Background: an optimization exercise with open tools, aiming at small area, a short achievable clock period and few clock cycles per item. Do not read the settings as production practice. Function was checked by simulation only, so behaviour that the tests miss may differ from the original.

## flow/design.v (module list and top-level ports; edited modules follow where they fit)
// module sram_sequencer: 114 lines
// module chroma_upsampler: 50 lines
// module fir9: 266 lines
// module colour_matrix: 49 lines
// module pixel_dp_a: 1003 lines
// module yuv_to_rgb_top: 61 lines
module yuv_to_rgb_top (
	input  logic                Clock_50,
	input  logic                Resetn,
	input  logic                start,
	input  csc_pkg::sram_word_t sram_read_data,
	output csc_pkg::sram_req_t  sram_req,
	output logic                done
);
  // ...
==> flow/run.sh <==
#!/bin/bash
# synth_recipe.tcl (not shown) runs the flow's synth.tcl, then flattens the netlist and writes it again
# the make line also repeats each setting of config.mk as NAME=value (left out here)
make -C /OpenROAD-flow-scripts/flow DESIGN_CONFIG=/design/flow/config.mk WORK_HOME=/design/flow/orfs CLKGATE_MAP_FILE= SYNTH_SCRIPT=/design/flow/synth_recipe.tcl finish
==> flow/config.mk <==
export PLATFORM = sky130hd
export DESIGN_NAME = yuv_to_rgb_top
export DESIGN_NICKNAME = yuv_to_rgb_top
export VERILOG_FILES = /design/flow/design.v
export SDC_FILE = /design/flow/constraint.sdc
export NUM_CORES = 4
export LEC_CHECK = 0
export ABC_CLOCK_PERIOD_IN_PS = 4000
export CAP_MARGIN = 20
export CORE_MARGIN = 2
export CORE_UTILIZATION = 40
export SLEW_MARGIN = 20
==> flow/constraint.sdc <==
create_clock -name core_clock -period 15.0 [get_ports {Clock_50}]
set_input_delay 3.0000 -clock core_clock [delete_from_list [all_inputs] [get_ports {Clock_50}]]
set_output_delay 3.0000 -clock core_clock [all_outputs]
set_load 0.01 [all_outputs]
==> summary.md, run 1 <==
The run finished with no timing, DRC or antenna violations. Walking the worst path, the cells encountered are inv_1 -> ha_1 -> inv_1 -> fa_1 -> fa_1 -> inv_1 -> fa_1 -> fa_1 -> ha_1 -> a21oi_1 -> o21ai_0 -> or3_1 -> o22ai_2 -> nor2_1 -> a211oi_1 -> ha_1 -> inv_1 -> nor2_1 -> nor3b_1 -> a311oi_1. The fraction of layout instances using a drive strength above 1 is 0.05573. The xor-xnor portion of the synthesized cell area came out at 0.03383. In the synthesized netlist, the number of instances is 1775.

The run gives 2538 as the number of non-filler instances in the completed layout. Buffers placed on the I/O ports in this run total 53. The top cell types in the final layout, fill and taps aside, are sky130_fd_sc_hd__inv_1, sky130_fd_sc_hd__fa_1, sky130_fd_sc_hd__ha_1, sky130_fd_sc_hd__dfxtp_1, sky130_fd_sc_hd__edfxtp_1. TritonCTS built the clock tree. The tools report the proportion of synthesized chip area in sequential cells as 0.3551. The number of levels in the clock H-tree is 1, and the number of distinct standard cells referenced by the synthesized netlist is 70. The worst reg2reg path depth came out at 20.

The number of CTS-inserted buffers was 31; the data-path buffer share of cell area in the final layout was 0.02725. The critical path runs through a total of 20 cells. The tools report the number of routed nets with antenna violations as 0. The startpoint of the lowest-slack register-to-register path is u_upsampler.sum_o[8]$_DFF_P_. After layout, the buffer instance count without clock buffers stands at 64. For this run, the leading register cell type out of synthesis is sky130_fd_sc_hd__edfxtp_1.

Counting every sink on the clock net gives 286. In the final routed layout, each cell accounts on average for 17.42 um. The mean instance size in the synthesized netlist is 11.36 sq um.

The register with the most flip-flops in the layout has 96 of them. The main combinational cell family by area after synthesis was adder cells. STA classifies the critical path startpoint as a flop.

The run gives 11460 sq um as the area of combinational cells with multiple inputs. The measured slew at the worst slew-check pin is 1.033 ns. The number of hold buffers added after CTS was 0; the global-route met2 utilization was 0.2848. The mux share of post-synthesis cell area works out to 0.01782.

Summing every instance area after synthesis gives 20160 sq um. Setup repair after global routing left no endpoint under its margin.
Testbench counts, summed over its fixed seeds: cycles 39,216, rows 48.
==> run 2: changes to the inputs <==
--- a/flow/config.mk
+++ b/flow/config.mk
@@ -5,7 +5,7 @@
 export SDC_FILE = /design/flow/constraint.sdc
 export NUM_CORES = 4
 export LEC_CHECK = 0
-export ABC_CLOCK_PERIOD_IN_PS = 4000
+export ABC_AREA = 1
 export CAP_MARGIN = 20
 export CORE_MARGIN = 2
 export CORE_UTILIZATION = 40
==> summary.md, run 2 <==
The flow ran to the end and the layout has no timing, DRC or antenna violations. The DRC violation count after routing was 0 (unchanged); the average vias per placed instance was 4.749 (was 4.931). The number of flip-flops and latches in the synthesized netlist works out to 286 (unchanged).

The floorplan core area came out at 50170 sq um (was 49970 sq um). The largest register by flop count is u_upsampler.w (unchanged). The area growth from synthesis to final layout was 11.38% (was 11.60%); the clock-pin slew on the worst setup and hold paths was 0.06 ns (about the same). For the count of endpoints failing hold in the final timing report, the log shows 0 (unchanged). The clock root buffer is sky130_fd_sc_hd__clkbuf_16 (unchanged). The global-route met2 utilization was 0.3073 (was 0.2848). The most frequently used flop master after synthesis is sky130_fd_sc_hd__edfxtp_1 (unchanged).

The most common cell after layout, fill and taps aside was sky130_fd_sc_hd__inv_1 (unchanged). The share of async-settable or async-resettable flops after synthesis was 0.01399 (unchanged). Number of iterations in the first detailed-routing pass: 5 (unchanged). The count of pins over their slew limit is 0 (unchanged).

The logs give 37140 um (was 35210 um) for the placed wire-length estimate after detailed placement and 0.3138 (was 0.2913) for the worst max-slew margin expressed relative to the limit. The mean instance size in the synthesized netlist is 10.26 sq um (was 11.36 sq um), and the data arrival at the endpoint of the critical path is 5.99 ns (was 6.23 ns). The register-to-register setup slack came out at 9.44 ns (was 9.20 ns). The total I/O pin count is 55 (unchanged), and the met1 track utilization from global routing is 0.2440 (was 0.2465). Worst min-delay path category: flop to flop (unchanged). The number of cells produced by synthesis was 1980 (was 1775); the warning count from the yosys run was 3 (unchanged). The proportion of synthesized chip area in sequential cells came out at 0.3525 (was 0.3551). Placer's final routability congestion estimate: 0.9459 (was 0.9026). The proportion of netlist area held by the largest area contributor was 0.2455 (was 0.2473); the footprint of the flip-flops and latches was 7158 sq um (unchanged).

The number of setup buffers added after CTS is 0 (unchanged), and the post-CTS resize count is 0 (unchanged). Post-route clock skew: 0.03348 ns (was 0.01371 ns). The net count of the mapped netlist was 2442 (was 2237). For the summed instance area of the synthesized netlist, the log shows 20310 sq um (was 20160 sq um). The fraction of layout instances using a drive strength above 1 is 0.03727 (was 0.05573), and the count of endpoints failing setup in the final report is 0 (unchanged).

The flip-flop count of the largest register, all copies and words added works out to 96 (unchanged). Floorplan row count: 82 (unchanged). The run gives 0 (unchanged) as the number of hold buffers added after CTS. The dominant cell type by area after synthesis is sky130_fd_sc_hd__fa_1 (unchanged).

Global routing usage on met3: 0.02366 (was 0.02308). Total number of clock tree sinks: 286 (unchanged).

The minimum clock period came out at 5.558 ns (was 5.796 ns). The run gives 0 (unchanged) as the number of antenna violations at the first check in global routing. Busiest layer in global routing: met2 (unchanged). TritonCTS built the clock tree. The number of diodes added for antenna fixing was 0 (unchanged). The number of distinct standard cells referenced by the synthesized netlist is 47 (was 70).

The via count of the routed design is 13004 (was 12516), and the critical-path maximum fanout is 10 (was 12). The run gives 0 (unchanged) as the max-cap violation count. The wire length after detailed routing came out at 45860 um (was 44220 um). Leading cell types by total area after synthesis: sky130_fd_sc_hd__fa_1, sky130_fd_sc_hd__edfxtp_1, sky130_fd_sc_hd__dfxtp_1, sky130_fd_sc_hd__ha_1, sky130_fd_sc_hd__inv_1 (unchanged).

For the total congestion overflow, the log shows 0 (unchanged). Post-synth top cells: sky130_fd_sc_hd__inv_1, sky130_fd_sc_hd__nand2_1, sky130_fd_sc_hd__fa_1 (was sky130_fd_sc_hd__inv_1, sky130_fd_sc_hd__fa_1, sky130_fd_sc_hd__ha_1). The number of global-route vias before repair came out at 14002 (was 13473).

The floorplan die height works out to 229.3 um (was 228.5 um). Kind of end point of the critical path: a flop (unchanged). The measured slew at the worst slew-check pin is 1.026 ns (was 1.033 ns), and the area enclosed by the die boundary is 52590 sq um (was 52200 sq um). The combined global-route utilization of all metal layers was 0.1798 (was 0.1741); the worst reg2reg path depth was 14 (was 20). The tools report the number of routed nets with antenna violations as 0 (unchanged). Latest clock arrival within the worst-skew pair: 0.59 ns (was 0.58 ns). Commonest cells after routing, fill and taps aside: sky130_fd_sc_hd__inv_1, sky130_fd_sc_hd__nand2_1, sky130_fd_sc_hd__fa_1, sky130_fd_sc_hd__ha_1 (was sky130_fd_sc_hd__inv_1, sky130_fd_sc_hd__fa_1, sky130_fd_sc_hd__ha_1, sky130_fd_sc_hd__dfxtp_1, sky130_fd_sc_hd__edfxtp_1). The filler cell count is 4698 (was 4628).

The startpoint type of the worst setup path was a flop (unchanged). The horizontal die dimension was 229.3 um (was 228.5 um). The aggregate negative setup slack is 0 ns (unchanged), and the number of levels in the clock H-tree is 1 (unchanged).

The largest net degree at the start of global routing is 72 (was 62), and the number of synthesized flops with an enable pin is 141 (unchanged). The cell count of the worst hold path is 0 (unchanged). The number of design-rule violations left by the first detailed-router iteration was 709 (was 732); the net total in the final layout was 2505 (was 2305). Area of combinational cells with multiple inputs: 11280 sq um (was 11460 sq um). The number of CTS-inserted buffers was 30 (was 31); the required time reported for the critical path endpoint was 15.43 ns (about the same).

The fmax was 179.9 MHz (was 172.5 MHz); the count of input and output buffers was 53 (unchanged). The kind of critical path is flop to flop (unchanged). The run gives 0.4048 (was 0.4034) as the initial core utilization. Setup repair after global routing left no endpoint under its margin. The run gives 3 (unchanged) as the buffer depth of the longest clock path. The wire length of the first global-routing pass is 74510 um (was 72310 um). The final clock period utilization by the worst path was 0.3705 (was 0.3864). The detailed-route wire length per cell works out to 16.75 um (was 17.42 um). The most frequently used cell type in the post-synthesis netlist was sky130_fd_sc_hd__inv_1 (unchanged).
## run 2: changes by cell type after synthesis, sizes merged, moves of 20 or more
cell	previous run	this run
inv	374	463
mux2	20	0
nand3	31	99
xnor2	49	16
a21o	24	3
xor2	28	55
nand2	63	276
## run 2: logic make-up (layout without fill, tap and decap cells)
kind of cell,after synthesis,after routing,share of synthesized area
other,1,1,0.0001847
buffers and inverters,494,580,0.09285
adder cells (fa/ha/maj),443,443,0.3650
AO/OA/AOI/OAI,193,193,0.05409
flip-flops,286,286,0.3525
XOR/XNOR,71,71,0.03154
AND/OR/NAND/NOR,492,492,0.1039
## run 2: per-stage QoR
step | hold WS [ns] | cell area (sq um) | util | instances | setup WS (ns)
after floorplan | 0.4003 | 20310 | - | 1980 | 8.510
after global placement | 0.4011 | 21610 | 0.4307 | 2683 | 9.659
after detailed placement | 0.4045 | 21610 | 0.4307 | 2683 | 9.501
after CTS | 0.4133 | 22610 | 0.4507 | 2738 | 9.473
after global routing | 0.4189 | 22620 | 0.4508 | 2738 | 9.165
final | 0.4165 | 22620 | 0.4508 | 2738 | 9.442
## run 2: final timing paths
kind / startpoint / endpoint
min in group asynchronous: Resetn / u_sequencer.pro$_DFFE_PN0P_
max in group asynchronous: Resetn / u_sequencer.we_n_q$_DFF_PN1_
min: u_upsampler.w[84]$_DFFE_PP_ / u_upsampler.w[92]$_DFFE_PP_
max: u_upsampler.y[6]$_DFF_P_ / u_matrix.g_sq[8]$_DFF_P_
max reg2reg: u_upsampler.y[6]$_DFF_P_ / u_matrix.g_sq[8]$_DFF_P_
min reg2reg: u_upsampler.w[84]$_DFFE_PP_ / u_upsampler.w[92]$_DFFE_PP_
## run 2: final cells by class
class                      count  share of cell area
clock inverter                11            0.004038
timing repair buffer          61             0.02611
tap                          672             0.03717
sequential                   286              0.3165
multi-input combinational   1200              0.4988
inverter                     464             0.07700
clock buffer                  44             0.04038
## run 2: worst max-delay path, stage by stage, from the launching register on
cell	delay, ns
sky130_fd_sc_hd__dfxtp_1	0.77
sky130_fd_sc_hd__inv_1	0.48
sky130_fd_sc_hd__ha_1	0.52
sky130_fd_sc_hd__fa_1	0.51
sky130_fd_sc_hd__fa_1	0.41
sky130_fd_sc_hd__fa_1	0.54
sky130_fd_sc_hd__fa_1	0.46
sky130_fd_sc_hd__ha_1	0.30
sky130_fd_sc_hd__nand2_1	0.04
sky130_fd_sc_hd__o21ai_0	0.38
sky130_fd_sc_hd__nand3_1	0.12
sky130_fd_sc_hd__nand2_1	0.13
sky130_fd_sc_hd__a21oi_1	0.10
sky130_fd_sc_hd__o21bai_1	0.22
sky130_fd_sc_hd__fa_1	0.45
## run 2: layer usage
metal  up-vias  share of wire
met5         -              0
met3        65          0.035
met2       225           0.49
met4         0          0.020
li1       6308              -
met1      6406           0.46
==> run 3: changes to the inputs <==
--- a/flow/config.mk
+++ b/flow/config.mk
@@ -5,7 +5,6 @@
 export SDC_FILE = /design/flow/constraint.sdc
 export NUM_CORES = 4
 export LEC_CHECK = 0
-export ABC_AREA = 1
 export CAP_MARGIN = 20
 export CORE_MARGIN = 2
 export CORE_UTILIZATION = 40
==> summary.md, run 3 <==
The share of async-settable or async-resettable flops after synthesis is 0.01399 (unchanged). The main combinational cell family by area after synthesis is adder cells (unchanged). For the aggregate negative setup slack, the log shows 0 ns (unchanged). Clock-pin slew on the worst setup and hold paths: 0.06 ns (about the same). The origin of the worst min-delay path was u_upsampler.w[6]$_DFFE_PP_ (was u_upsampler.w[84]$_DFFE_PP_).

The area enclosed by the die boundary was 52200 sq um (was 52590 sq um); the post-CTS resize count was 0 (unchanged). The xor-xnor portion of the synthesized cell area was 0.03383 (was 0.03154). The wire length of the first global-routing pass was 72310 um (was 74510 um); the flip-flop count of the largest register, all copies and words added was 96 (unchanged). For the number of levels in the clock H-tree, the log shows 1 (unchanged).

The logs give 62 (was 72) for the largest net degree at the start of global routing and 0 (unchanged) for the number of hold buffers added after CTS. The minimum clock period works out to 5.796 ns (was 5.558 ns). The number of synthesized flops with an enable pin is 141 (unchanged). For the post-route clock skew, the log shows 0.01371 ns (was 0.03348 ns). The run gives 22500 sq um (was 22620 sq um) as the final instance area. The final clock period utilization by the worst path was 0.3864 (was 0.3705). The minimum setup slack in the final design was 9.204 ns (was 9.442 ns); the wire length after detailed routing was 44220 um (was 45860 um). The number of antenna violations at the first check in global routing was 0 (unchanged); the proportion of synthesized chip area in sequential cells was 0.3551 (was 0.3525). The number of flip-flops and latches in the synthesized netlist came out at 286 (unchanged). Largest register by flop count: u_upsampler.w (unchanged).

The tools report the hold slack as 0.4150 ns (was 0.4165 ns). Post-layout utilization of the core: 0.4502 (was 0.4508). The run gives 3 (unchanged) as the warning count from the yosys run.

TritonCTS built the clock tree. Number of instances in the placed design: 2482 (was 2683). The detailed-route wire length per cell was 17.42 um (was 16.75 um); the average vias per placed instance was 4.931 (was 4.749). The dominant cell type by area after synthesis is sky130_fd_sc_hd__fa_1 (unchanged). Data arrival at the endpoint of the critical path: 6.23 ns (was 5.99 ns).

The floorplan die height was 228.5 um (was 229.3 um); the horizontal die dimension was 228.5 um (was 229.3 um). The synthesized-area fraction occupied by and/or/nand/nor cells came out at 0.06623 (was 0.1039). The number of diodes added for antenna fixing was 0 (unchanged). Worst reg2reg path depth: 20 (was 14). The most common cell after layout, fill and taps aside was sky130_fd_sc_hd__inv_1 (unchanged). The share of the synthesized area in compound gates (AO/OA/AOI/OAI) is 0.08187 (was 0.05409), and the register-to-register setup slack is 9.20 ns (was 9.44 ns). The run gives 3 (unchanged) as the buffer depth of the longest clock path. The tools report the initial core utilization as 0.4034 (was 0.4048). The adder and majority cell fraction of the synthesized area is 0.3677 (was 0.3650), and the critical-path maximum fanout is 12 (was 10).

The number of iterations in the first detailed-routing pass came out at 5 (unchanged). Fraction of layout instances using a drive strength above 1: 0.05573 (was 0.03727). The kind of end point of the critical path was a flop (unchanged). The tools report the filler cell count as 4628 (was 4698). The total I/O pin count was 55 (unchanged); the via count of the routed design was 12516 (was 13004).

The count of pins over their slew limit is 0 (unchanged). The number of global-route vias before repair was 13473 (was 14002). The tools report the worst hold endpoint as u_upsampler.w[14]$_DFFE_PP_ (was u_upsampler.w[92]$_DFFE_PP_). Area growth from synthesis to final layout: 11.60% (was 11.38%).

The number of cells produced by synthesis was 1775 (was 1980). The most frequently used cell type in the post-synthesis netlist was sky130_fd_sc_hd__inv_1 (unchanged). The worst max-slew margin expressed relative to the limit came out at 0.2913 (was 0.3138).

The startpoint of the lowest-slack register-to-register path is u_upsampler.sum_o[8]$_DFF_P_ (was u_upsampler.y[6]$_DFF_P_). The proportion of netlist area held by the largest area contributor is 0.2473 (was 0.2455), and the number of distinct standard cells referenced by the synthesized netlist is 70 (was 47). The startpoint type of the worst setup path is a flop (unchanged).

The number of CTS-inserted buffers was 31 (was 30). The flow ran to the end and the layout has no timing, DRC or antenna violations. Leading cell types by total area after synthesis: sky130_fd_sc_hd__fa_1, sky130_fd_sc_hd__edfxtp_1, sky130_fd_sc_hd__dfxtp_1, sky130_fd_sc_hd__ha_1, sky130_fd_sc_hd__inv_1 (unchanged).

The number of setup buffers added after CTS came out at 0 (unchanged). For the placed wire-length estimate after detailed placement, the log shows 35210 um (was 37140 um). The total congestion overflow was 0 (unchanged); the required time reported for the critical path endpoint was 15.43 ns (about the same). For the latest clock arrival within the worst-skew pair, the log shows 0.58 ns (was 0.59 ns). For the net count of the mapped netlist, the log shows 2237 (was 2442). The most frequently used flop master after synthesis was sky130_fd_sc_hd__edfxtp_1 (unchanged).

For the number of non-filler instances in the completed layout, the log shows 2538 (was 2738). The placer's final routability congestion estimate came out at 0.9026 (was 0.9459). For the combined global-route utilization of all metal layers, the log shows 0.1741 (was 0.1798). Number of routed nets with antenna violations: 0 (unchanged). Cell area after placement: 21480 sq um (was 21610 sq um). Setup repair after global routing left no endpoint under its margin. The logs give 286 (unchanged) for the total number of clock tree sinks and 82 (unchanged) for the floorplan row count.

The fmax is 172.5 MHz (was 179.9 MHz). The number of design-rule violations left by the first detailed-router iteration is 732 (was 709), and the pre-CTS setup slack is 9.317 ns (was 9.501 ns). Endpoint of the most critical register-to-register path: u_upsampler.v[7]$_DFF_P_ (was u_matrix.g_sq[8]$_DFF_P_). The kind of critical path is flop to flop (unchanged). The mean instance size in the synthesized netlist came out at 11.36 sq um (was 10.26 sq um). The floorplan core area was 49970 sq um (was 50170 sq um); the count of endpoints failing setup in the final report was 0 (unchanged). The cell count of the worst hold path is 0 (unchanged).

The worst min-delay path category was flop to flop (unchanged). The summed instance area of the synthesized netlist is 20160 sq um (was 20310 sq um). The mux share of post-synthesis cell area is 0.01782 (was 0). The count of input and output buffers was 53 (unchanged).

Count of endpoints failing hold in the final timing report: 0 (unchanged). The run gives 0 (unchanged) as the DRC violation count after routing. Clock root buffer: sky130_fd_sc_hd__clkbuf_16 (unchanged). Commonest cells after routing, fill and taps aside: sky130_fd_sc_hd__inv_1, sky130_fd_sc_hd__fa_1, sky130_fd_sc_hd__ha_1, sky130_fd_sc_hd__dfxtp_1, sky130_fd_sc_hd__edfxtp_1 (was sky130_fd_sc_hd__inv_1, sky130_fd_sc_hd__nand2_1, sky130_fd_sc_hd__fa_1, sky130_fd_sc_hd__ha_1).

Post-synth top cells: sky130_fd_sc_hd__inv_1, sky130_fd_sc_hd__fa_1, sky130_fd_sc_hd__ha_1 (was sky130_fd_sc_hd__inv_1, sky130_fd_sc_hd__nand2_1, sky130_fd_sc_hd__fa_1). The measured slew at the worst slew-check pin was 1.033 ns (was 1.026 ns). The max-cap violation count is 0 (unchanged). The net total in the final layout came out at 2305 (was 2505).
run 3: logic make-up after synthesis:
logic type	count (synthesis)
buffers and inverters	405
DFF	286
AOI/OAI and AO/OA	246
other	1
muxes	33
xor gates and xnor gates	77
adders and majority gates	443
and+or+nand+nor	284
run 3: per-layer routing:
metal | wire (um) | up-vias | track usage
met5 | 0 | - | 0
met2 | 20530 | 257 | 0.2848
met3 | 2032 | 57 | 0.02308
met4 | 824 | 0 | 0.04024
li1 | - | 5917 | -
met1 | 20830 | 6285 | 0.2465
run 3: critical path, stage by stage (launching register included):
cell	delay, ns
sky130_fd_sc_hd__dfxtp_1	0.37
sky130_fd_sc_hd__inv_1	0.09
sky130_fd_sc_hd__ha_1	0.32
sky130_fd_sc_hd__inv_1	0.07
sky130_fd_sc_hd__fa_1	0.49
sky130_fd_sc_hd__fa_1	0.38
sky130_fd_sc_hd__inv_1	0.08
sky130_fd_sc_hd__fa_1	0.43
sky130_fd_sc_hd__fa_1	0.44
sky130_fd_sc_hd__ha_1	0.33
sky130_fd_sc_hd__a21oi_1	0.22
sky130_fd_sc_hd__o21ai_0	0.16
sky130_fd_sc_hd__or3_1	0.35
sky130_fd_sc_hd__o22ai_2	0.26
sky130_fd_sc_hd__nor2_1	0.10
sky130_fd_sc_hd__a211oi_1	0.23
sky130_fd_sc_hd__ha_1	0.37
sky130_fd_sc_hd__inv_1	0.16
sky130_fd_sc_hd__nor2_1	0.45
sky130_fd_sc_hd__nor3b_1	0.29
sky130_fd_sc_hd__a311oi_1	0.08
run 3: worst max path at each step:
stage | startpoint | end | slack, ns | depth (start not counted)
3_3_place_gp | u_upsampler.sum_o[8]$_DFF_P_ | u_upsampler.v[7]$_DFF_P_ | 9.48 | 21
6_report | u_upsampler.sum_o[8]$_DFF_P_ | u_upsampler.v[7]$_DFF_P_ | 9.20 | 20
4_1_cts | u_upsampler.sum_o[8]$_DFF_P_ | u_upsampler.v[7]$_DFF_P_ | 9.30 | 21
2_1_floorplan | u_sequencer.k[1]$_SDFFE_PP0P_ | u_upsampler.uh[0]$_DFFE_PP_ | 7.74 | 8
3_5_place_dp | u_upsampler.sum_o[8]$_DFF_P_ | u_upsampler.v[7]$_DFF_P_ | 9.32 | 21
5_1_grt | u_upsampler.sum_o[8]$_DFF_P_ | u_upsampler.v[7]$_DFF_P_ | 8.85 | 20
run 3: area by class of cell:
type	count	area (sq um)	share of cell area
Multi-Input combinational cell	1084	11460	0.5093
Sequential cell	286	7158	0.3182
Inverter	376	1411	0.06274
Clock buffer	47	898.4	0.03994
Tap cell	672	840.8	0.03738
Timing Repair Buffer	64	613.1	0.02725
Clock inverter	9	116.4	0.005173

-- port drivers added, routing unchanged --
Ports are ideal in the flow. The routed layouts listed here were re-timed in OpenROAD.
Step 1, drivers: a clkbuf_16 drives Clock_50 and a buf_2 each remaining input, both assumed.
Step 2 also shifts input and output timing later by t, the mid clock arrival at the registers, as if the neighbouring blocks saw the same clock.
a / b / c = ideal ports / drivers / drivers and shift; a / b = the first two.
run | t, ns | setup WS [ns] | worst setup path at the end
run 1 | 0.633 | 9.204 / 9.204 / 9.204 | register to register
run 2 | 0.622 | 9.442 / 9.442 / 9.442 | register to register
run 3 | 0.633 | 9.204 / 9.204 / 9.204 | register to register
After both steps every run listed still meets setup and hold.
